Context: an optimization exercise on an open-source flow, tuned for small area and few clock cycles per item. The choices shown serve that exercise and are no tape-out recipe. Function was checked by simulation only, so behaviour that the tests miss may differ from the original.

==> v17: inputs <==
Design h2o_serial_accum, start of the top module:
module h2o_serial_accum (
  input  logic               clk,
  input  logic               rst_n,
  input  logic signed [31:0] h_data,
  input  logic               h_valid,
  input  logic               h_last,
  output logic               h_ready,
  output logic signed [31:0] y_data,
  output logic               y_valid,
  input  logic               y_ready,
  output logic               frame_err
);
  logic [4:0]        r_idx;
  logic [33:0]       r_acc;
  logic              r_y_valid;
  logic              r_frame_err;
  logic              w_accept, w_at_last, w_frame_bad, w_first;
  logic [33:0]       w_acc_in;
  logic [33:0]       w_acc_nx;
  assign h_ready     = !r_y_valid || y_ready;
  assign w_accept    = h_valid && h_ready;
  assign w_at_last   = (r_idx == 5'd19);
  assign w_frame_bad = h_last != w_at_last;
  assign w_first     = (r_idx == 5'd0);
  logic c_p1_0, w_p1_0;
  logic c_n1_0, w_n1_0;
  logic c_n2_0, w_n2_0;
  logic c_pos_0, w_pos_0;
  logic c_p1_1, w_p1_1;
  logic c_n1_1, w_n1_1;
  logic c_n2_1, w_n2_1;
  logic c_pos_1, w_pos_1;
  logic c_p1_2, w_p1_2;
  logic c_n1_2, w_n1_2;
  logic c_n2_2, w_n2_2;
  logic c_pos_2, w_pos_2;
  logic c_p1_3, w_p1_3;
  logic c_n1_3, w_n1_3;
  logic c_n2_3, w_n2_3;
  logic c_pos_3, w_pos_3;
  logic c_p1_4, w_p1_4;
  logic c_n1_4, w_n1_4;
  logic c_n2_4, w_n2_4;
  logic c_pos_4, w_pos_4;
  logic c_p1_5, w_p1_5;
  logic c_n1_5, w_n1_5;
  logic c_n2_5, w_n2_5;
  logic c_pos_5, w_pos_5;
  logic c_one_6, w_one_6;
  logic c_two_6, w_two_6;
  logic c_neg_6, w_neg_6;
  always_comb begin
    c_p1_0 = 1'b0; c_n1_0 = 1'b0; c_n2_0 = 1'b0; c_pos_0 = 1'b0; c_p1_1 = 1'b0; c_n1_1 = 1'b0; c_n2_1 = 1'b0; c_pos_1 = 1'b0; c_p1_2 = 1'b0; c_n1_2 = 1'b0; c_n2_2 = 1'b0; c_pos_2 = 1'b0; c_p1_3 = 1'b0; c_n1_3 = 1'b0; c_n2_3 = 1'b0; c_pos_3 = 1'b0; c_p1_4 = 1'b0; c_n1_4 = 1'b0; c_n2_4 = 1'b0; c_pos_4 = 1'b0; c_p1_5 = 1'b0; c_n1_5 = 1'b0; c_n2_5 = 1'b0; c_pos_5 = 1'b0; c_one_6 = 1'b0; c_two_6 = 1'b0; c_neg_6 = 1'b0;
    case (r_idx)
      5'd0: begin c_n2_2 = 1'b1; c_p1_3 = 1'b1; c_pos_3 = 1'b1; c_n1_4 = 1'b1; c_p1_5 = 1'b1; c_pos_5 = 1'b1; end   
      5'd1: begin c_p1_0 = 1'b1; c_pos_0 = 1'b1; c_n2_5 = 1'b1; end   
  ...
clock: 8.0 ns
lec_check: 0
cap_margin: 20
cell_pad_in_sites_detail_placement: 1
cell_pad_in_sites_global_placement: 1
core_margin: 2
core_utilization: 40
place_density: 0.4
slew_margin: 20
synth_hierarchical: 1
synth_minimum_keep_size: 0
standard.sh (not shown) runs the stock make flow with config.mk's settings and CLKGATE_MAP_FILE= SYNTH_SCRIPT=/design/flow/synth_recipe.tcl, a recipe that flattens the netlist after the stock synthesis.
==> flow/flow/run.sh <==
#!/bin/bash
# The standard layout with buf_2 on each input port and buf_1 on each
# output port (flow/ports.tcl).
set -euo pipefail
export PRE_GLOBAL_PLACE_TCL="$PWD/flow/ports.tcl"
bash standard.sh > standard.log 2>&1
==> flow/flow/ports.tcl <==
# Sourced before global placement (PRE_GLOBAL_PLACE_TCL). Every port still
# gets one buffer; inputs, which fan out widely, get buf_2 and outputs buf_1.
rename buffer_ports my_orig_buffer_ports
proc buffer_ports { args } {
  my_orig_buffer_ports -inputs -buffer_cell sky130_fd_sc_hd__buf_2
  my_orig_buffer_ports -outputs -buffer_cell sky130_fd_sc_hd__buf_1
}
==> inputs of v26, as changes to v17 <==
==> flow/flow/run.sh (replaced) <==
#!/bin/bash
# The standard layout, with the smallest buffer on each port.
set -euo pipefail
export BUFFER_PORTS_ARGS="-buffer_cell sky130_fd_sc_hd__buf_1"
bash standard.sh > standard.log 2>&1
CELL_PAD_IN_SITES_DETAIL_PLACEMENT = unset   (was 1)
CELL_PAD_IN_SITES_GLOBAL_PLACEMENT = unset   (was 1)
PLACE_DENSITY = unset   (was 0.4)
removed: flow/flow/ports.tcl
==> inputs of v36, as changes to v17 <==
==> flow/flow/run.sh (replaced) <==
#!/bin/bash
# The standard layout, with the smallest buffer on each port.
set -euo pipefail
export BUFFER_PORTS_ARGS="-buffer_cell sky130_fd_sc_hd__buf_1"
bash standard.sh > standard.log 2>&1
removed: flow/flow/ports.tcl
==> summary.txt <==
quantity	v26	v17	v36
Status	no timing/DRC/antenna violations	no timing/DRC/antenna violations	no timing/DRC/antenna violations
Count of cell instances traversed by the critical path	22	21	20
Crit path buffers/inverters	5	3	3
Max Clock Freq	0.1308 GHz	0.1321 GHz	0.1334 GHz
Data arrival time at the worst-slack endpoint	7.90 ns	7.83 ns	7.74 ns
Combined area of the multi-input logic cells	9371 µm²	9366 µm²	9366 µm²
Final core utilization	45.89%	45.62%	46.44%
Wire length reported by the detailed router	36990 µm	40650 µm	40220 µm
Hold_ws	0.6191 ns	0.6207 ns	0.6254 ns
Placed instance area	11750 µm²	11670 µm²	11910 µm²
Global router's overall resource usage	26.87%	29.44%	29.30%
Met2 Resource Use GR	42.18%	46.89%	46.20%
Detailed placement HPWL	27170 µm	30490 µm	30210 µm
Critical-path top delay cell	sky130_fd_sc_hd__fa_1	sky130_fd_sc_hd__o21a_1	sky130_fd_sc_hd__fa_1
Seq area share	7.177%	7.219%	7.092%
Worst Reg2Reg Path Length in Cells	24	20	24
Clock-pin slew of the registers on the worst-case setup and hold paths	0.08 ns	0.08 ns	0.09 ns
Non-clock buffers	145	125	155
Worst slew margin relative to its limit	42.77%	33.47%	51.91%
Met3 wire len	3915 µm	3614 µm	3046 µm
CP max FO	21	23	31
Testbench counts of v17, summed over its fixed seeds: cycles 10,248, frames 512.
Testbench counts of v26, summed over its fixed seeds: cycles 10,248, frames 512.
Testbench counts of v36, summed over its fixed seeds: cycles 10,248, frames 512.

-- re-timing with driven ports --
The flow's constraints put no driver on any port. The routed layouts listed below were extracted and timed again, unchanged, in two steps.
Step 1 assumes that a clkbuf_16 drives the clock port and a buf_2 every other input.
Step 2 also shifts input and output timing later by t, the mid clock arrival at the registers, as if the neighbouring blocks saw the same clock.
Three values: no drivers, after step 1, after step 2; two values: the first two.
| run | t, ns | setup slack, ns | cell pins on the clock port's net |
|---|---|---|---|
| v17 | 0.357 | 0.428 / 0.450 / 0.093 | 1 |
| v26 | 0.351 | 0.353 / 0.377 / 0.026 | 1 |
| v36 | 0.367 | 0.501 / 0.530 / 0.163 | 1 |
After both steps every run listed still meets setup and hold. The setup slack of v36, which loses most, moves by +0.029 ns with the drivers and by -0.338 ns with both steps.
